Context: an optimization exercise on an open-source flow, tuned for small area, a short achievable clock period and few clock cycles. The choices shown serve that exercise and are no tape-out recipe.
Only simulation tests tie the RTL to the original design; equivalence was not proved.
Power figures rest on the tool's default switching activity, not on a simulated workload.

$ cat flow/flow/run.sh
#!/bin/bash
# The standard layout, with the port buffers made from buf_2 cells instead of the
# slower cells buffer_ports picks by itself. Each tool's full output goes to its own log.
set -euo pipefail
bash standard.sh BUFFER_PORTS_ARGS="-buffer_cell sky130_fd_sc_hd__buf_2" finish > standard_flow.log 2>&1
$ cat flow/standard.sh
#!/bin/bash
# synth_recipe.tcl (not shown) runs the flow's synth.tcl, then flattens the netlist and writes it again
# the make line also repeats each setting of config.mk as NAME=value (left out here)
make -C /OpenROAD-flow-scripts/flow DESIGN_CONFIG=/design/flow/config.mk WORK_HOME=/design/flow/orfs CLKGATE_MAP_FILE= SYNTH_SCRIPT=/design/flow/synth_recipe.tcl "${@:-finish}"
$ cat flow/config.mk
export PLATFORM = sky130hd
export DESIGN_NAME = servo_bus_status_frame_parser_core
export DESIGN_NICKNAME = servo_bus_status_frame_parser_core
export VERILOG_FILES = /design/flow/design.v
export SDC_FILE = /design/flow/constraint.sdc
export NUM_CORES = 4
export LEC_CHECK = 0
export CAP_MARGIN = 20
export CORE_MARGIN = 2
export CORE_UTILIZATION = 40
export CTS_CLUSTER_DIAMETER = 100
export CTS_CLUSTER_SIZE = 24
export PLACE_DENSITY = 0.6
export SETUP_SLACK_MARGIN = 2.8
export SLEW_MARGIN = 20
$ cat flow/constraint.sdc
create_clock -name core_clock -period 5.0 [get_ports {i_clk}]
set_input_delay 1.0000 -clock core_clock [delete_from_list [all_inputs] [get_ports {i_clk}]]
set_output_delay 1.0000 -clock core_clock [all_outputs]
set_load 0.01 [all_outputs]
$ cat flow/design.v
package sbsp_pkg;
    localparam int MAX_PARAMS = 48;
    localparam int BYTE_W     = 8;
    localparam int PAR_W      = 6;
    localparam int LEN_W      = 6;
    localparam int CFG_IDX_W  = 1;
    localparam int CFG_DATA_W = 8;
    localparam logic [BYTE_W-1:0] HDR_BYTE       = 8'hFF;
    localparam logic [BYTE_W-1:0] SCAN_MAX       = 8'hFF;
    localparam logic [BYTE_W-1:0] MIN_LENGTH     = 8'd2;
    localparam logic [BYTE_W-1:0] MAX_FRAME_LEN  = BYTE_W'(MAX_PARAMS + 2);
    localparam logic [BYTE_W-1:0] SCAN_LIMIT_RST = 8'd50;
    localparam logic [LEN_W-1:0]  MAX_LENGTH_RST = 6'd50;
    localparam logic [CFG_IDX_W-1:0] CFG_SCAN_LIMIT = 1'b0;
    localparam logic [CFG_IDX_W-1:0] CFG_MAX_LENGTH = 1'b1;
    typedef enum logic [1:0] {
        ST_OK     = 2'd0,
        ST_NOHDR  = 2'd1,
        ST_BADLEN = 2'd2,
        ST_BADSUM = 2'd3
    } t_status;
    typedef enum logic [6:0] {
        PH_HUNT  = 7'b0000001,
        PH_ID    = 7'b0000010,
        PH_LEN   = 7'b0000100,
        PH_ERR   = 7'b0001000,
        PH_PARAM = 7'b0010000,
        PH_CHK   = 7'b0100000,
        PH_DRAIN = 7'b1000000
    } t_phase;
    typedef struct packed {
        logic              we;
        logic [PAR_W-1:0]  waddr;
        logic [BYTE_W-1:0] wdata;
        logic              re;
        logic [PAR_W-1:0]  raddr;
    } t_buf_req;
endpackage
import sbsp_pkg::*;
module sbsp_param_buf (
    input  logic                        i_clk,
    input  logic                        i_we,
    input  logic [5:0]                  i_whi,
    input  logic [7:0]                  i_wlo,
    input  logic [sbsp_pkg::BYTE_W-1:0] i_wdata,
    input  logic [5:0]                  i_rhi,
    input  logic [7:0]                  i_rlo,
    output logic [sbsp_pkg::BYTE_W-1:0] o_rdata
);
    logic [BYTE_W-1:0] mem [MAX_PARAMS];
    logic [BYTE_W-1:0] grp [6];
    always_ff @(posedge i_clk) begin
        for (int g = 0; g < 6; g++) begin
            for (int j = 0; j < 8; j++) begin
                if (i_we && i_whi[g] && i_wlo[j]) mem[g*8+j] <= i_wdata;
            end
        end
    end
    always_comb begin
        o_rdata = '0;
        for (int g = 0; g < 6; g++) begin
            grp[g] = '0;
            for (int j = 0; j < 8; j++) begin
                grp[g] = grp[g] | (mem[g*8+j] & {BYTE_W{i_rlo[j]}});
            end
            o_rdata = o_rdata | (grp[g] & {BYTE_W{i_rhi[g]}});
        end
    end
endmodule
import sbsp_pkg::*;
module servo_bus_status_frame_parser_core (
    input  logic                            i_clk,
    input  logic                            i_rst_n,
    input  logic                            i_cfg_we,
    input  logic [sbsp_pkg::CFG_IDX_W-1:0]  i_cfg_idx,
    input  logic [sbsp_pkg::CFG_DATA_W-1:0] i_cfg_data,
    input  logic                            i_rx_valid,
    output logic                            o_rx_ready,
    input  logic [sbsp_pkg::BYTE_W-1:0]     i_rx_byte,
    output logic                            o_res_valid,
    input  logic                            i_res_ready,
    output logic [1:0]                      o_res_status,
    output logic [sbsp_pkg::BYTE_W-1:0]     o_res_servo_id,
    output logic [sbsp_pkg::BYTE_W-1:0]     o_res_error_byte,
    output logic                            o_res_data_valid,
    output logic [sbsp_pkg::BYTE_W-1:0]     o_res_data_byte,
    output logic [sbsp_pkg::PAR_W-1:0]      o_res_data_index,
    output logic                            o_res_last
);
    localparam int QD = 3;                  
    localparam int QW = 2;
    logic [BYTE_W-1:0] r_scan_limit, n_scan_limit;
    logic [LEN_W-1:0]  r_max_length;
    always_comb begin
        n_scan_limit = r_scan_limit;
        if (!i_rst_n)                                     n_scan_limit = SCAN_LIMIT_RST;
        else if (i_cfg_we && i_cfg_idx == CFG_SCAN_LIMIT) n_scan_limit = i_cfg_data;
    end
    always_ff @(posedge i_clk) begin
        r_scan_limit <= n_scan_limit;
        if (!i_rst_n)                                     r_max_length <= MAX_LENGTH_RST;
        else if (i_cfg_we && i_cfg_idx == CFG_MAX_LENGTH) r_max_length <= i_cfg_data[LEN_W-1:0];
    end
    logic              r_rdy;
    logic              acc;                  
    logic [BYTE_W-1:0] rxb;
    assign o_rx_ready = r_rdy;
    assign acc        = i_rx_valid && r_rdy;
    assign rxb        = i_rx_byte;
    logic r_ph_h, r_ph_i, r_ph_l, r_ph_e, r_ph_p, r_ph_c;
    logic n_ph_h, n_ph_i, n_ph_l, n_ph_e, n_ph_p, n_ph_c;
    logic              r_pff,   n_pff;       
    logic [BYTE_W-1:0] r_sc,    n_sc;        
    logic              hit;                  
    logic [BYTE_W-1:0] r_id,    n_id;
    logic [BYTE_W-1:0] r_er,    n_er;
    logic [BYTE_W-1:0] r_sum,   n_sum;
    logic              r_lbad,  n_lbad;      
    logic              r_l2,    n_l2;        
    logic [PAR_W-1:0]  r_cnt,   n_cnt;       
    logic              r_cz,    n_cz;        
    logic              r_c1,    n_c1;        
    logic              r_lge4,  n_lge4;      
    logic [PAR_W-1:0]  r_lix,   n_lix;       
    logic [5:0]        r_wh;                 
    logic [7:0]        r_wl;                 
    logic [2:0]        r_fh;                 
    logic [2:0]        r_fl;                 
    logic [2:0]        wh_enc, wl_enc;
    logic [5:0]        fh_dec;
    logic [7:0]        fl_dec;
    always_comb begin
        wh_enc = '0;
        wl_enc = '0;
        for (int g = 0; g < 6; g++) if (r_wh[g]) wh_enc = wh_enc | 3'(g);
        for (int j = 0; j < 8; j++) if (r_wl[j]) wl_enc = wl_enc | 3'(j);
        for (int g = 0; g < 6; g++) fh_dec[g] = (r_fh == 3'(g));
        for (int j = 0; j < 8; j++) fl_dec[j] = (r_fl == 3'(j));
    end
    logic              r_disc;               
    logic              buf_we;
    logic              is_ff;
    logic              len_ok;
    logic              sum_ok;
    logic              push;
    logic [1:0]        push_st;
    logic              push_dv;
    logic [BYTE_W-1:0] push_id;
    logic [BYTE_W-1:0] push_er;
    logic              disc;
    assign is_ff  = &rxb;
    assign hit    = r_sc >= r_scan_limit;
    assign len_ok = (rxb >= MIN_LENGTH) && (rxb[7:6] == 2'b00)
                 && (rxb[5:0] <= r_max_length) && (rxb <= MAX_FRAME_LEN);
    assign sum_ok = &(rxb ^ r_sum);
    assign buf_we = acc && r_ph_p;
    always_comb begin
        n_ph_h = r_ph_h; n_ph_i = r_ph_i; n_ph_l = r_ph_l;
        n_ph_e = r_ph_e; n_ph_p = r_ph_p; n_ph_c = r_ph_c;
        n_pff  = r_pff;
        n_sc   = r_sc;
        n_id   = r_id;
        n_er   = r_er;
        n_sum  = acc ? r_sum + rxb : r_sum;
        n_lbad = r_lbad;
        n_l2   = r_l2;
        n_cnt  = r_cnt;
        n_cz   = r_cz;
        n_c1   = r_c1;
        n_lge4 = r_lge4;
        n_lix  = r_lix;
        push    = 1'b0;
        disc    = 1'b0;
        if (acc) begin
            if (r_ph_h) begin
                if (r_pff && is_ff) begin
                    n_ph_h = 1'b0; n_ph_i = 1'b1;
                    n_pff  = 1'b0;
                    n_sc   = 8'd1;
                end else if (hit) begin
                    push    = 1'b1;
                    n_pff   = 1'b0;
                    n_sc    = 8'd1;
                end else begin
                    n_pff = is_ff;
                    n_sc  = (r_sc != SCAN_MAX) ? r_sc + 8'd1 : r_sc;
                end
            end
            if (r_ph_i) begin
                n_id   = rxb;
                n_sum  = rxb;
                n_ph_i = 1'b0; n_ph_l = 1'b1;
            end
            if (r_ph_l) begin
                n_lbad = !len_ok;
                n_l2   = (rxb[5:0] == 6'd2);
                n_cnt  = rxb[5:0] - 6'd3;
                n_lix  = rxb[5:0] - 6'd3;
                n_cz   = (rxb[5:0] == 6'd3);
                n_c1   = (rxb[5:0] == 6'd4);
                n_lge4 = (rxb[5:0] >= 6'd4);
                n_ph_l = 1'b0; n_ph_e = 1'b1;
            end
            if (r_ph_e) begin
                n_er   = rxb;
                n_ph_e = 1'b0;
                if (r_lbad) begin
                    push    = 1'b1;
                    n_ph_h  = 1'b1;
                end else if (r_l2) begin
                    n_ph_c = 1'b1;
                end else begin
                    n_ph_p = 1'b1;
                end
            end
            if (r_ph_p) begin
                n_cnt  = r_cnt - 6'd1;
                n_cz   = r_c1;
                n_c1   = (r_cnt == 6'd2);
                if (r_cz) begin
                    n_ph_p = 1'b0; n_ph_c = 1'b1;
                end
            end
            if (r_ph_c) begin
                push    = 1'b1;
                n_ph_c  = 1'b0; n_ph_h = 1'b1;
                disc    = !sum_ok && !r_l2;
            end
            if (!r_ph_h && !r_ph_c && !(r_ph_e && r_lbad)) begin
                n_pff = 1'b0;
                n_sc  = 8'd1;
            end
        end
    end
    always_comb begin
        if (r_ph_h) begin
            push_st = ST_NOHDR;
            push_dv = 1'b0;
            push_id = '0;
            push_er = '0;
        end else if (r_ph_e) begin
            push_st = ST_BADLEN;
            push_dv = 1'b0;
            push_id = r_id;
            push_er = rxb;
        end else begin
            push_st = sum_ok ? ST_OK : ST_BADSUM;
            push_dv = sum_ok && !r_l2;
            push_id = r_id;
            push_er = r_er;
        end
    end
    always_ff @(posedge i_clk) begin
        if (!i_rst_n) begin
            r_ph_h <= 1'b1; r_ph_i <= 1'b0; r_ph_l <= 1'b0;
            r_ph_e <= 1'b0; r_ph_p <= 1'b0; r_ph_c <= 1'b0;
            r_pff  <= 1'b0;
            r_sc   <= 8'd1;
            r_wh   <= 6'd1;
            r_wl   <= 8'd1;
            r_fh   <= '0;
            r_fl   <= '0;
            r_disc <= 1'b0;
        end else begin
            r_ph_h <= n_ph_h; r_ph_i <= n_ph_i; r_ph_l <= n_ph_l;
            r_ph_e <= n_ph_e; r_ph_p <= n_ph_p; r_ph_c <= n_ph_c;
            r_pff  <= n_pff;
            r_sc   <= n_sc;
            if (r_disc) begin
                r_wh <= fh_dec;
                r_wl <= fl_dec;
            end else if (buf_we) begin
                r_wl <= {r_wl[6:0], r_wl[7]};
                if (r_wl[7]) r_wh <= {r_wh[4:0], r_wh[5]};
            end
            if (r_ph_i) begin
                r_fh <= wh_enc;
                r_fl <= wl_enc;
            end
            r_disc <= disc;
        end
    end
    always_ff @(posedge i_clk) begin
        r_id   <= n_id;
        r_er   <= n_er;
        r_sum  <= n_sum;
        r_lbad <= n_lbad;
        r_l2   <= n_l2;
        r_cnt  <= n_cnt;
        r_cz   <= n_cz;
        r_c1   <= n_c1;
        r_lge4 <= n_lge4;
        r_lix  <= n_lix;
    end
    logic [5:0]        r_rh;                 
    logic [7:0]        r_rl;                 
    logic [BYTE_W-1:0] buf_rdata;
    sbsp_param_buf u_param_buf (
        .i_clk   (i_clk),
        .i_we    (buf_we),
        .i_whi   (r_wh),
        .i_wlo   (r_wl),
        .i_wdata (rxb),
        .i_rhi   (r_rh),
        .i_rlo   (r_rl),
        .o_rdata (buf_rdata)
    );
    logic [1:0]        q_st  [QD];
    logic [BYTE_W-1:0] q_id  [QD];
    logic [BYTE_W-1:0] q_er  [QD];
    logic [PAR_W-1:0]  q_lix [QD];
    logic [QW-1:0]     r_qh, r_qt;
    logic [QW:0]       r_qn;
    logic              r_pushd;
    logic              q_full;
    logic              pop;
    assign q_full = (r_qn == (QW+1)'(QD)) || (r_pushd && r_qn == (QW+1)'(QD - 1));
    always_ff @(posedge i_clk) begin
        if (acc && !q_full) begin
            q_st[r_qt]  <= push_st;
            q_id[r_qt]  <= push_id;
            q_er[r_qt]  <= push_er;
            q_lix[r_qt] <= r_lix;
        end
    end
    logic              r_ov;
    logic [1:0]        r_ost;
    logic [BYTE_W-1:0] r_oid;
    logic [BYTE_W-1:0] r_oer;
    logic              r_odv;
    logic [BYTE_W-1:0] r_obyte;
    logic [PAR_W-1:0]  r_oidx;
    logic              r_olast;
    logic              r_rd;
    logic              r_act;                
    logic [PAR_W-1:0]  r_alix;               
    logic [PAR_W-1:0]  r_rk;                 
    logic              r_al;                 
    logic              r_hdv;                
    logic              r_hs;                 
    logic              ld;
    logic              qne;
    logic              take;
    logic              rd;
    logic [QW-1:0]     qh1;
    assign ld   = !r_ov || i_res_ready;
    assign qne  = (r_qn != '0);
    assign take = ld && (r_act || qne);
    assign pop  = take && !r_act;
    assign rd   = take && (r_act || r_hdv);
    assign qh1  = (r_qh == QW'(QD - 1)) ? '0 : r_qh + 1'b1;
    logic dv_h, dv_h1, s_h, s_h1;
    assign dv_h  = (q_st[r_qh] == ST_OK) && !(q_lix[r_qh][5] && q_lix[r_qh][4]);
    assign dv_h1 = (q_st[qh1] == ST_OK) && !(q_lix[qh1][5] && q_lix[qh1][4]);
    assign s_h   = !dv_h  || (q_lix[r_qh] == '0);
    assign s_h1  = !dv_h1 || (q_lix[qh1] == '0);
    logic [QW:0] qn_pop, qn_keep;
    assign qn_pop  = r_pushd ? r_qn : r_qn - 1'b1;
    assign qn_keep = r_pushd ? r_qn + 1'b1 : r_qn;
    always_ff @(posedge i_clk) begin
        if (!i_rst_n) begin
            r_ov    <= 1'b0;
            r_qh    <= '0;
            r_qt    <= '0;
            r_qn    <= '0;
            r_pushd <= 1'b0;
            r_act   <= 1'b0;
            r_rh    <= 6'd1;
            r_rl    <= 8'd1;
            r_rd    <= 1'b0;
        end else begin
            if (ld) r_ov <= r_act || qne;
            if (push) r_qt <= (r_qt == QW'(QD - 1)) ? '0 : r_qt + 1'b1;
            if (pop)  r_qh <= qh1;
            r_pushd <= push;
            r_qn    <= pop ? qn_pop : qn_keep;
            if (take) r_act <= r_act ? !r_al : (r_hdv && !r_hs);
            if (rd) begin
                r_rl <= {r_rl[6:0], r_rl[7]};
                if (r_rl[7]) r_rh <= {r_rh[4:0], r_rh[5]};
            end
            r_rd <= rd;
        end
    end
    always_ff @(posedge i_clk) begin
        if (!qne) begin
            r_hdv <= dv_h;
            r_hs  <= s_h;
        end else if (pop) begin
            r_hdv <= dv_h1;
            r_hs  <= s_h1;
        end
        if (take) begin
            r_rk <= r_act ? r_rk + 6'd1 : 6'd1;
            r_al <= r_act ? ((r_rk + 6'd1) == r_alix) : (q_lix[r_qh] == 6'd1);
        end
        if (pop) r_alix <= q_lix[r_qh];
    end
    always_ff @(posedge i_clk) begin
        if (ld) begin
            if (r_act) begin
                r_obyte <= buf_rdata;
                r_oidx  <= r_rk;
                r_olast <= r_al;
            end else begin
                r_ost   <= q_st[r_qh];
                r_oid   <= q_id[r_qh];
                r_oer   <= q_er[r_qh];
                r_odv   <= r_hdv;
                r_obyte <= r_hdv ? buf_rdata : '0;
                r_oidx  <= '0;
                r_olast <= r_hs;
            end
        end
    end
    assign o_res_valid      = r_ov;
    assign o_res_status     = r_ost;
    assign o_res_servo_id   = r_oid;
    assign o_res_error_byte = r_oer;
    assign o_res_data_valid = r_odv;
    assign o_res_data_byte  = r_obyte;
    assign o_res_data_index = r_oidx;
    assign o_res_last       = r_olast;
    logic [PAR_W-1:0] r_occ;
    always_ff @(posedge i_clk) begin
        if (!i_rst_n)    r_occ <= '0;
        else if (r_disc) r_occ <= r_occ + ~r_lix - {5'd0, r_rd};
        else             r_occ <= r_occ + {5'd0, buf_we} - {5'd0, r_rd};
    end
    logic          e0, e1;    
    logic          w0, w1;    
    logic          hit1;      
    logic          lim_small;
    logic          q_ok;
    logic          b_ok;
    logic r_near;
    always_ff @(posedge i_clk) begin
        if (!i_rst_n) r_near <= 1'b1;
        else          r_near <= i_cfg_we || (({1'b0, r_sc} + 9'd2) >= {1'b0, r_scan_limit});
    end
    assign hit1      = r_near;
    assign lim_small = (r_scan_limit <= 8'd1) || i_cfg_we;
    assign e0        = acc && (r_ph_c || (r_ph_e && r_lbad) || (r_ph_h && hit));
    assign w0        = buf_we;
    always_comb begin
        if (acc) begin
            e1 = (r_ph_p && r_cz) || (r_ph_e && !r_lbad && r_l2) || r_ph_l || (r_ph_h && hit1);
            w1 = (r_ph_p && !r_cz) || (r_ph_e && !r_lbad && !r_l2);
        end else begin
            e1 = r_ph_c || (r_ph_e && r_lbad) || (r_ph_h && hit);
            w1 = r_ph_p;
        end
    end
    logic [QW:0] q_cnt;
    assign q_cnt  = r_qn + {{QW{1'b0}}, r_pushd};
    logic q_le1, q_le2;       
    assign q_le1 = (q_cnt <= (QW+1)'(QD - 1)) || pop;
    assign q_le2 = (q_cnt <= (QW+1)'(QD - 2)) || (pop && q_cnt <= (QW+1)'(QD - 1));
    always_comb begin
        if (lim_small || (e0 && e1)) q_ok = q_le2;
        else if (e0 || e1)           q_ok = q_le1;
        else                         q_ok = 1'b1;
        if (w0 && w1)                b_ok = (r_occ <= 6'd46);
        else if (w0 || w1)           b_ok = (r_occ <= 6'd47);
        else                         b_ok = 1'b1;
    end
    always_ff @(posedge i_clk) begin
        if (!i_rst_n) r_rdy <= 1'b0;
        else          r_rdy <= q_ok && b_ok;
    end
endmodule
==> results of run 1 <==
-- power breakdown --
group | switching, mW | total (mW) | internal (mW) | leakage, nW
registers | 0.275 | 6.34 | 6.06 | 5.68
clock network | 1.66 | 2.86 | 1.20 | 0.437
logic | 1.26 | 2.12 | 0.860 | 3.02
-- worst paths after layout --
check / from / to / slack (ps) / cells past startpoint
max: r_lix[0] / r_occ[4] / 2750 / 11
min: r_scan_limit[2] / r_scan_limit[2] / 470 / 2
max reg2reg: r_lix[0] / r_occ[4] / 2750 / 11
min reg2reg: r_scan_limit[2] / r_scan_limit[2] / 470 / 2
-- routing by layer --
metal,vias to the layer above,global-route usage,routed length (um)
met4,0,0.0373,1040
met1,7767,0.265,27900
met3,68,0.0197,3590
met2,460,0.323,31000
li1,7037,-,-
met5,-,0,0
-- synth_stat cells (all sizes together) (3+ instances only) --
| cell | count | area, sq um |
|---|---|---|
| edfxtp | 537 | 16100 |
| a22oi | 217 | 1630 |
| nand2 | 109 | 419 |
| clkbuf | 101 | 379 |
| dfxtp | 93 | 1860 |
| a21oi | 79 | 395 |
| nor2 | 75 | 282 |
| inv | 59 | 221 |
| ha | 57 | 713 |
| o21ai | 56 | 280 |
| nand4 | 55 | 344 |
| and3 | 54 | 338 |
| mux2i | 44 | 440 |
| nand3 | 29 | 145 |
| nor2b | 21 | 131 |
| nor3 | 21 | 105 |
| and2 | 20 | 126 |
| xnor2 | 20 | 175 |
| xor2 | 20 | 175 |
| a31oi | 16 | 100 |
| buf | 15 | 67.6 |
| nand2b | 13 | 81.3 |
| mux2 | 10 | 113 |
| a21o | 9 | 67.6 |
| a211oi | 8 | 60.1 |
| o211ai | 8 | 60.1 |
| nor4 | 7 | 43.8 |
| a311oi | 5 | 61.3 |
| o31ai | 5 | 37.5 |
| fa | 4 | 80.1 |
| nor3b | 4 | 30.0 |
| o22a | 4 | 35.0 |
| a31o | 3 | 26.3 |
| nand3b | 3 | 22.5 |
| nand4b | 3 | 26.3 |
| or2 | 3 | 18.8 |
| or3 | 3 | 18.8 |
-- state kept, by name, summed over array words and instances, names as in the netlist, 18 cells and up, named ones only --
signal,cells
q_er,24
q_id,24
q_lix,18
u_param_buf.mem,384
-- per-stage QoR --
stage               hold WS [ps]  setup WS [ps]  std cells  cell area, sq um
detailed placement           451           1740       2630             26900
global route                 488           2650       2704             28200
finish                       468           2750       2704             28200
floorplan                    429           2340       1821             25800
CTS                          465           2660       2697             28000
global placement             444           1790       2629             26900
-- logic make-up after synthesis --
| kind of cell | count (synthesis) |
|---|---|
| buf+inv | 176 |
| flops | 630 |
| xor+xnor | 40 |
| mux | 54 |
| fa+ha+maj | 61 |
| simple gates | 426 |
| compound gates | 434 |
-- worst max-delay path, delay by kind of cell, from the launching register on --
| kind | cells | cell delay, ps |
|---|---|---|
| adder cells (fa/ha/maj) | 3 | 890 |
| XOR/XNOR | 1 | 130 |
| AO/OA/AOI/OAI | 3 | 350 |
| buffers and inverters | 3 | 170 |
| AND/OR/NAND/NOR | 1 | 80 |
| flip-flops | 1 | 550 |
-- repair_timing --
item | CTS | global route
endpoints found under the setup margin | 489 | 144
gates resized for setup | 34 | 45
hold buffers | 0 | 0
pin swaps | 6 | 8
endpoints found under the hold margin | 0 | 0
cloned | 2 | 1
setup buffers | 8 | 6
-- final cells by class --
class | instances | share of cell area
Sequential cell | 630 | 0.639
Multi-Input combinational cell | 1018 | 0.259
Tap cell | 846 | 0.0375
Clock buffer | 52 | 0.0303
Timing Repair Buffer | 93 | 0.0227
Inverter | 60 | 0.00851
Clock inverter | 5 | 0.00266
==> summary.txt, run 1 <==
Status
  • Status: timing/DRC/antenna clean

Critical path
  • Largest stage delay, worst path: roughly 550 ps
  • Setup Crit Path Kind: flip-flop to flip-flop
  • Worst Path Required: between 5000 and 6000 ps
  • Crit end category: flip-flop
  • Slowest stage cell on the critical path: edfxtp_1
  • CP most frequent cell: inv_1
  • CP Data Arrival Time: 2810 ps
  • Peak fanout along the critical path: 4
  • CP Cell Sequence: ha_1 -> inv_1 -> ha_1 -> inv_1 -> fa_1 -> inv_1 -> a21o_1 -> a21oi_1 -> xnor2_1 -> nand2_1 -> a21oi_1
  • Startpoint types: flip-flop

STA
  • Final critical-path required period: between 2000 and 2500 ps
  • Worst Max-Slew Pin Slew: 1040 ps
  • Final slew viol count: 0
  • Setup TNS: 0 ps
  • Fin crit share: 0.450
  • Layout Skew: around 20 ps
  • Max-slew headroom: 0.306
  • Max Freq: 445 MHz
  • Final setup fails: 0
  • Endpoints failing hold: 0
  • RSZ-0062 raised after global routing: true

Routing
  • 1st-pass router iterations: 5
  • Vias/cell: 5.67
  • Routed Antenna Nets: 0
  • Post-Route WL: ~63,000 um
  • Number of remaining DRC errors: 0
  • DRT iter0 DRCs: between 1.5k and 2k
  • Mean routed wirelength per cell: between 20 and 25 um
  • Via Count: around 15k

Job
  • Max cap viols: 0

Clocking
  • Clock Latency Late Sink: 640 ps
  • Longest Clk Path Bufs: 3
  • Clock sink count: between 600 and 700
  • H-tree Lvls: 1
  • CTS tree: built
  • CTS Buf Count: 31
  • Clock slew at reported path FFs: approximately 90 ps
  • Root buf cell: clkbuf_16

Floorplanning
  • Initial Util: 0.404
  • Row count: ~90
  • Die H: 257 um
  • Die Wd: approximately 260 um
  • # IOs: 58
  • Core area: 63,100 sq um
  • Die area: 65,800 sq um

Power and ir drop
  • LEAKAGE: between 9 and 10 nW
  • Final Power: roughly 11 mW
  • Worst vdd ir: 0.000338 V
  • Power Density: 401 nW/um^2

Global route
  • GRT Total Usage: 0.189
  • Global-route wire length before repair: 95,900 um
  • Largest net degree at the start of global routing: 59
  • GRT Residual Overflow: 0
  • Antenna violations before repair: 2
  • Vias in the first global route: roughly 15k

Placed design
  • Hpwl dp: ~39,000 um
  • GP Congestion: a little over 0.8
  • Port Buf Inserts: between 50 and 60

Layout
  • Util after Layout: 0.447
  • Filler instances: about 5.7k
  • Final net count: about 1.9k
  • Multi-input logic area: between 7000 and 8000 sq um
  • Most common cell after layout, fill and taps aside: edfxtp_1
  • Reg area: around 18,000 sq um
  • Most frequent cells in the layout: 537 x edfxtp_1, 216 x a22oi_1, 107 x nand2_1, 74 x a21oi_1, 71 x nor2_1
  • Fraction of layout cells with a size suffix above 1: 0.150
  • Area growth syn-to-layout: 10.7%
  • # diodes: 0

Synth
  • Post-synth top flop: edfxtp_1
  • Simple-gate share of the synthesized area: 0.0856
  • Cells after Synth: 1,821
  • Largest family of logic cells by synthesized area: compound AO/OA/AOI/OAI gates
  • Cell variety after synth: 67
  • Synthesized cell area: 25,500 sq um
  • Ys async rst share: 0
  • Compound-Gate Fraction of Synth Area: 0.116
  • Seq/Total Area, Yosys: 0.705
  • Post-synthesis adder-cell area fraction: 0.0311
  • Synth Area in XOR/XNOR: 0.0137
  • Post-synth EDFFs: between 500 and 600
  • Yosys warnings: 4
  • Mux cell area share after synthesis: 0.0217
  • Register bit total from synthesis: 630
  • Mapped Nets: about 1.9k
  • Mapped Avg Cell Area: about 14 sq um

Hold path
  • Worst Hold Class: flip-flop to flip-flop
Testbench counts, summed over its fixed seeds: cycles 43,305.
==> run 2, diff against run 1 <==
--- a/flow/config.mk
+++ b/flow/config.mk
@@ -12,4 +12,4 @@
 export CTS_CLUSTER_SIZE = 24
 export PLACE_DENSITY = 0.6
-export SETUP_SLACK_MARGIN = 2.8
+export SETUP_SLACK_MARGIN = 2.9
 export SLEW_MARGIN = 20
==> run 2 against run 1 <==
  * Fmax is 1.5% higher
  * Sequential share of layout area shrank 0.96 points
  * Area after synthesis unchanged
  * Critical path type is now flip-flop to output pin
  * Worst hold slack got worse by 6.6 ps
  * Core utilization increased by 0.73 points
  * Critical path depth down 10
==> summary.txt, run 2 <==
Status
  • Status: timing/DRC/antenna clean

STA
  • Endpoints failing hold: 0 (unchanged)
  • Setup ws final: 2780 ps (+32.9 ps)
  • Worst Max-Slew Pin Slew: 1070 ps (+36.4 ps)
  • RSZ-0062 raised after global routing: true
  • Layout Skew: 23.6 ps (+4.00 ps)
  • Final slew viol count: 0 (unchanged)
  • Max-slew headroom: 0.282 (-0.0244)
  • Fin crit share: 0.443 (-0.00657)
  • Max Freq: 451 MHz (+1.5%)
  • Setup TNS: 0 ps (unchanged)
  • Final critical-path required period: 2220 ps (-32.9 ps)
  • Final setup fails: 0 (unchanged)

Job
  • Max cap viols: 0 (unchanged)

Floorplanning
  • Die H: 257 um (unchanged)
  • Core area: 63,100 sq um (unchanged)
  • Die Wd: 257 um (unchanged)
  • # IOs: 58 (unchanged)
  • Die area: 65,800 sq um (unchanged)
  • Initial Util: 0.404 (unchanged)
  • Row count: 92 (unchanged)

Layout
  • # diodes: 0 (unchanged)
  • Fraction of layout cells with a size suffix above 1: 0.173 (+0.0229)
  • Area growth syn-to-layout: 12.5%
  • Largest register FFs: 384 (unchanged)
  • Most common cell after layout, fill and taps aside: edfxtp_1
  • Util after Layout: 0.455 (+0.00732)
  • Most frequent cells in the layout: 537 x edfxtp_1, 213 x a22oi_1, 106 x nand2_1, 72 x nor2_1, 67 x a21oi_1
  • Top flop regs: u_param_buf.mem x384, q_er x24, q_id x24
  • Largest reg by FF count: u_param_buf.mem
  • Final net count: 1,936 (+0.99%)

Critical path
  • CP Data Arrival Time: 1220 ps (-1590 ps)
  • Largest stage delay, worst path: 420 ps (-130 ps)
  • Setup crit start: r_obyte[5]
  • Worst Path Required: 4000 ps (-1560 ps)
  • Critical R2R Launch: r_rl[4]
  • Top delay family on crit path: flip-flops
  • Setup Crit Path Kind: flip-flop to output pin
  • Crit end category: output pin
  • Peak fanout along the critical path: 1 (-3)
  • WP buf/inv: 1 (-2)
  • Startpoint types: flip-flop
  • Slowest stage cell on the critical path: edfxtp_1
  • CP Cell Sequence: buf_2

Clocking
  • Clock slew at reported path FFs: 100 ps (about the same)
  • CTS Buf Count: 31 (unchanged)
  • Clock sink count: 630 (unchanged)
  • CTS tree: built
  • Root buf cell: clkbuf_16
  • Longest Clk Path Bufs: 3 (unchanged)
  • H-tree Lvls: 1 (unchanged)
  • Clock Latency Late Sink: 630 ps (about the same)

Synth
  • Mapped Avg Cell Area: 14.0 sq um (unchanged)
  • Ys async rst share: 0 (unchanged)
  • Yosys warnings: 4 (unchanged)
  • Register bit total from synthesis: 630 (unchanged)
  • Commonest cells in the netlist: 537 x edfxtp_1, 217 x a22oi_1, 107 x nand2_1
  • Mapped Nets: 1,904 (unchanged)
  • Top-count cell post-synth: edfxtp_1
  • Synthesized cell area: 25,500 sq um (unchanged)
  • Post-synth EDFFs: 537 (unchanged)
  • Cells after Synth: 1,821 (unchanged)
  • Post-synth top flop: edfxtp_1
  • Seq/Total Area, Yosys: 0.705 (unchanged)
  • Cell taking the most area after synthesis: edfxtp_1
  • Cell variety after synth: 67 (unchanged)
  • Synth area leaders: edfxtp_1 63%, dfxtp_1 7.3%, a22oi_1 6.4%
  • Share of the synthesized area in the top cell type: 0.632 (unchanged)

Placed design
  • GP Congestion: 0.802 (-3.0%)
  • Hpwl dp: 38,200 um (-1.5%)
  • Port Buf Inserts: 57 (unchanged)
  • Place WS: 1750 ps (+14.4 ps)

Routing
  • 1st-pass router iterations: 5 (unchanged)
  • DRT iter0 DRCs: 1,500 (-1.6%)
  • Post-Route WL: 65,200 um (+2.7%)
  • Mean routed wirelength per cell: 23.9 um (+1.9%)
  • Vias/cell: 5.69 (+0.39%)
  • Number of remaining DRC errors: 0 (unchanged)
  • Via Count: 15.5k (+1.1%)
  • Routed Antenna Nets: 0 (unchanged)

Hold path
  • Worst Hold Class: flip-flop to flip-flop
  • Hold wc startpoint: r_sum[4]

Global route
  • Vias in the first global route: 15.4k (+0.62%)
  • GRT Residual Overflow: 0 (unchanged)
  • Antenna violations before repair: 1 (-1)
  • Global-route wire length before repair: 96,000 um (+0.12%)
  • GRT Total Usage: 0.191 (+0.00133)
  • Largest net degree at the start of global routing: 57 (-3.4%)

Power and ir drop
  • Power Density: 399 nW/um^2 (-0.59%)
  • LEAKAGE: 9.31 nW (+1.8%)
  • Worst vdd ir: 0.000333 V (-1.5%)
  • Final Power: 11.4 mW (+1.0%)
run 2: kinds of logic (layout without fill, tap and decap cells):
group                    count (synthesis)  count (layout)  share of synthesized area
buffers and inverters                  176             230                     0.0263
AO/OA/AOI/OAI                          434             434                      0.116
multiplexers                            54              54                     0.0217
flip-flops                             630             630                      0.705
AND/OR/NAND/NOR                        426             429                     0.0856
adder cells (fa/ha/maj)                 61              61                     0.0311
XOR/XNOR                                40              40                     0.0137
run 2: power breakdown:
part | switching (mW) | total (mW) | leakage, nW | internal [mW]
sequential | 0.256 | 6.32 | 5.68 | 6.06
clock | 1.65 | 2.85 | 0.438 | 1.20
combinational | 1.34 | 2.27 | 3.18 | 0.926
run 2: routing by layer:
layer / track usage / vias to the layer above / part of all wire
met1: 0.257 / 7833 / 0.43
met5: 0 / - / 0
li1: - / 7090 / -
met4: 0.0464 / 0 / 0.021
met3: 0.0240 / 77 / 0.060
met2: 0.329 / 505 / 0.49
run 2: area by class of cell:
class                           count  area (sq um)
Clock inverter                      5          62.6
Clock buffer                       53           858
Fill cell                        5593         34400
Tap cell                          846          1060
Inverter                           60           248
Multi-Input combinational cell   1018          7440
Sequential cell                   630         18100
Timing Repair Buffer              112           950
run 2: path summary, 6_finish.rpt:
kind                             end  slack [ps]  depth (start not counted)
hold reg to reg             r_sum[4]         460                          2
setup / recovery  o_res_data_byte[5]        2780                          1
hold / removal              r_sum[4]         460                          2
setup reg to reg          r_obyte[6]        2870                          5
run 2: per-stage QoR:
stage | hold slack, ps | area (sq um) | instances
floorplan | 432 | 25900 | 1821
global placement | 447 | 27000 | 2634
detailed placement | 451 | 27000 | 2634
CTS | 465 | 28300 | 2710
global route | 484 | 28700 | 2724
finish | 461 | 28700 | 2724
run 2: worst reg2reg max path: stages (launching register included):
cell	delay, ps
dfxtp_4	460
buf_4	320
a22oi_1	250
nand4_1	210
a22oi_2	360
a31oi_1	230
run 2: repair_timing:
item | in CTS | in global routing
cloned | 5 | 0
endpoints found under the setup margin | 601 | 307
pin swaps | 14 | 19
buffers inserted | 13 | 14
gates resized for setup | 70 | 59
hold buffers | 0 | 0
==> run 3, diff against run 2 <==
--- a/flow/config.mk
+++ b/flow/config.mk
@@ -12,4 +12,4 @@
 export CTS_CLUSTER_SIZE = 24
 export PLACE_DENSITY = 0.6
-export SETUP_SLACK_MARGIN = 2.9
+export SETUP_SLACK_MARGIN = 3.0
 export SLEW_MARGIN = 20
==> run 3 against run 2 <==
  * Non-clock buffer count grew 19
  * Largest power group unchanged
  * Clock-buffer cell count is 2 lower
  * Die area unchanged
  * Highest routed layer is now met5
==> summary.txt, run 3 <==
Global route
  • Grt met2 use: 0.324 (-0.00467)
  • Global-route wire length before repair: 96,000 um (about the same)
  • Global Route met1 Usage: 0.252 (-0.00507)
  • Antenna violations before repair: 2 (+1)
  • GRT Residual Overflow: 0 (unchanged)
  • Met3 global-route usage: 0.0320 (+0.00801)
  • Vias in the first global route: 15.4k (-0.21%)
  • Largest net degree at the start of global routing: 50 (-12%)
  • GRT Total Usage: 0.190 (-0.000671)
  • Most Crowded Layer GR: met2

STA
  • Final setup fails: 0 (unchanged)
  • Max Freq: 463 MHz (+2.5%)
  • Layout Skew: 24.4 ps (+0.801 ps)
  • Final slew viol count: 0 (unchanged)
  • Final critical-path required period: 2160 ps (-54.6 ps)
  • Fin crit share: 0.432 (-0.0109)
  • Endpoints failing hold: 0 (unchanged)
  • RSZ-0062 raised after global routing: true
  • Fin Hold WS: 460 ps (-1.38 ps)
  • Setup TNS: 0 ps (unchanged)
  • Max-slew headroom: 0.513 (+0.231)
  • Worst Max-Slew Pin Slew: 728 ps (-345 ps)

Power and ir drop
  • Pint: 8.22 mW (+0.42%)
  • Comb pwr share: 0.203 (+0.005)
  • Sequential power share: 0.550 (-0.003)
  • Sw Ratio: 0.282 (-0.00150)
  • Final Power: 11.5 mW (+0.21%)
  • Worst vdd ir: 0.000288 V (-14%)
  • Power Density: 395 nW/um^2 (-1.0%)
  • Clk network pwr share: 0.246 (-0.003)
  • LEAKAGE: 9.40 nW (+1.0%)
  • NetSw: 3.24 mW (-0.32%)

Placed design
  • Port Buf Inserts: 57 (unchanged)
  • GP Congestion: 0.796 (-0.76%)
  • Hpwl dp: 38,500 um (+0.96%)

Layout
  • Fraction of layout cells with a size suffix above 1: 0.195 (+0.0217)
  • Most common cell after layout, fill and taps aside: edfxtp_1
  • Top flop regs: u_param_buf.mem x384, q_er x24, q_id x24
  • Most frequent cells in the layout: 537 x edfxtp_1, 205 x a22oi_1, 105 x nand2_1, 69 x nor2_1, 67 x a21oi_1
  • Final net count: 1,955 (+0.98%)
  • Area growth syn-to-layout: 13.9%
  • Largest register FFs: 384 (unchanged)
  • Largest reg by FF count: u_param_buf.mem

Routing
  • Routed Antenna Nets: 0 (unchanged)
  • Vias/cell: 5.65 (-0.66%)
  • Via Count: 15.5k (-0.0064%)
  • Mean routed wirelength per cell: 23.5 um (-1.7%)
  • 1st-pass router iterations: 5 (unchanged)
  • Number of remaining DRC errors: 0 (unchanged)
  • Post-Route WL: 64,500 um (-1.1%)
  • DRT iter0 DRCs: 1,513 (+0.87%)

Critical path
  • Worst Path Required: 4000 ps (about the same)
  • Top delay family on crit path: flip-flops
  • Peak fanout along the critical path: 1 (unchanged)
  • Setup Crit Path Kind: flip-flop to output pin
  • Largest stage delay, worst path: 390 ps (-30 ps)
  • Crit end category: output pin
  • Setup crit start: r_oer[2]
  • Critical R2R Launch: r_scan_limit[1]
  • CP Cell Sequence: buf_2
  • Slowest stage cell on the critical path: edfxtp_1
  • CP Depth: 1 (unchanged)
  • Startpoint types: flip-flop
  • Reg2reg setup slack: 2900 ps (+30 ps)
  • WP buf/inv: 1 (unchanged)
  • FF-to-FF End: r_sc[5]
  • CP Data Arrival Time: 1160 ps (-60 ps)
  • Reg2reg path depth: 9 (+4)
  • Setup crit end: o_res_error_byte[2]

Clocking
  • Clock Latency Late Sink: 630 ps (about the same)
  • Clock slew at reported path FFs: 90 ps (about the same)
  • CTS tree: built
  • H-tree Lvls: 1 (unchanged)
  • CTS Buf Count: 31 (unchanged)
  • Root buf cell: clkbuf_16
  • Longest Clk Path Bufs: 3 (unchanged)
  • Clock sink count: 630 (unchanged)

Synth
  • Cells after Synth: 1,821 (unchanged)
  • Ys async rst share: 0 (unchanged)
  • Share of the synthesized area in the top cell type: 0.632 (unchanged)
  • Post-synth EDFFs: 537 (unchanged)
  • Top-count cell post-synth: edfxtp_1
  • Cell variety after synth: 67 (unchanged)
  • Yosys warnings: 4 (unchanged)
  • Synthesized cell area: 25,500 sq um (unchanged)
  • Commonest cells in the netlist: 537 x edfxtp_1, 217 x a22oi_1, 107 x nand2_1
  • Cell taking the most area after synthesis: edfxtp_1
  • Post-synth top flop: edfxtp_1
  • Mapped Avg Cell Area: 14.0 sq um (unchanged)
  • Synth area leaders: edfxtp_1 63%, dfxtp_1 7.3%, a22oi_1 6.4%
  • Register bit total from synthesis: 630 (unchanged)
  • Mapped Nets: 1,904 (unchanged)
  • Seq/Total Area, Yosys: 0.705 (unchanged)

Floorplanning
  • Die Wd: 257 um (unchanged)
  • Row count: 92 (unchanged)
  • Die area: 65,800 sq um (unchanged)
  • # IOs: 58 (unchanged)
  • Core area: 63,100 sq um (unchanged)
  • Die H: 257 um (unchanged)
  • Initial Util: 0.404 (unchanged)

Hold path
  • Worst Hold Class: flip-flop to flip-flop

Job
  • Max cap viols: 0 (unchanged)

Status
  • Status: timing/DRC/antenna clean
[run 3: cell counts after synthesis]
No cell type changed its count.
[run 3: power groups by stage]
| stage | clock [mW] | sequential, mW | combinational (mW) |
|---|---|---|---|
| 2_1_floorplan | 0 | 6.38 | 1.49 |
| 3_3_place_gp | 0 | 6.43 | 2.08 |
| 3_5_place_dp | 0 | 6.44 | 2.11 |
| 4_1_cts | 2.87 | 6.31 | 2.24 |
| 5_1_grt | 3.04 | 6.35 | 2.57 |
| 6_report | 2.82 | 6.31 | 2.33 |
[run 3: kinds of logic after synthesis]
family | Yosys count | share of synthesized area
fa+ha+maj | 61 | 0.0311
compound gates | 434 | 0.116
buf+inv | 176 | 0.0263
simple gates | 426 | 0.0856
mux | 54 | 0.0217
flops | 630 | 0.705
xor+xnor | 40 | 0.0137
[run 3: worst min-delay path by stage]
stage                               start              end  slack [ps]  depth (start not counted)
after floorplan           r_max_length[2]  r_max_length[2]         440                          2
after CTS                 r_scan_limit[3]  r_scan_limit[3]         460                          2
after global placement    r_max_length[3]  r_max_length[3]         450                          2
final                     r_scan_limit[3]  r_scan_limit[3]         460                          2
after global routing      r_max_length[4]  r_max_length[4]         500                          2
after detailed placement  r_scan_limit[3]  r_scan_limit[3]         450                          2
[run 3: metal layers]
metal | wire [um] | part of all wire
met1 | 27200 | 0.42
met2 | 31700 | 0.49
met3 | 3880 | 0.060
met4 | 1670 | 0.026
met5 | 13 | 0.00020
[run 3: stage by stage]
stage	cells	util	instance area, sq um	setup WS (ps)
floorplan	1821	-	26000	2350
global placement	2634	0.429	27000	1970
detailed placement	2634	0.429	27000	1920
CTS	2714	0.452	28500	2790
global route	2741	0.460	29000	2790
finish	2742	0.460	29000	2840
[run 3: final cells by class]
type                       count  area (sq um)
fill                        5599         34000
sequential                   630         18100
multi-input combinational   1018          7650
timing repair buffer         131          1110
tap                          846          1060
clock buffer                  51           851
inverter                      60           251
clock inverter                 5          55.1
antenna                        1          2.50
[run 3: what timing repair did]
action,4_1_cts,5_1_grt
pin swaps,18,29
gates resized for setup,98,61
cloned,3,3
buffers inserted,21,24
setup endpoints to repair,591,314
hold buffers,0,0

## re-timing with driven ports
How much do the figures lean on ideal ports? The routed layouts below were timed once more, with nothing changed but the port constraints. Step 1: set_driving_cell puts a clkbuf_16 on i_clk and a buf_2 on each other input, an assumption about the parent block. Step 2, shift: input delay + t, output delay - t, t = (earliest + latest rising clock arrival at the registers) / 2. This alone moves slack from input paths to output paths. Slacks: no drivers / after step 1 / after step 2; pairs: no drivers / after step 1.
run	shift t [ns]	setup WS [ns]	latest minus earliest clock arrival (ns)	worst data-port slew with drivers (ns)
run 1	0.690	2.752 / 2.717 / 2.133	0.026 / 0.026	0.15
run 2	0.675	2.785 / 2.725 / 2.262	0.031 / 0.030	0.12
run 3	0.679	2.839 / 2.774 / 2.295	0.024 / 0.024	0.16
After both steps every run listed still meets setup and hold. For run 1, which loses most, drivers alone change the setup slack by -0.035 ns; drivers and shift together by -0.619 ns.
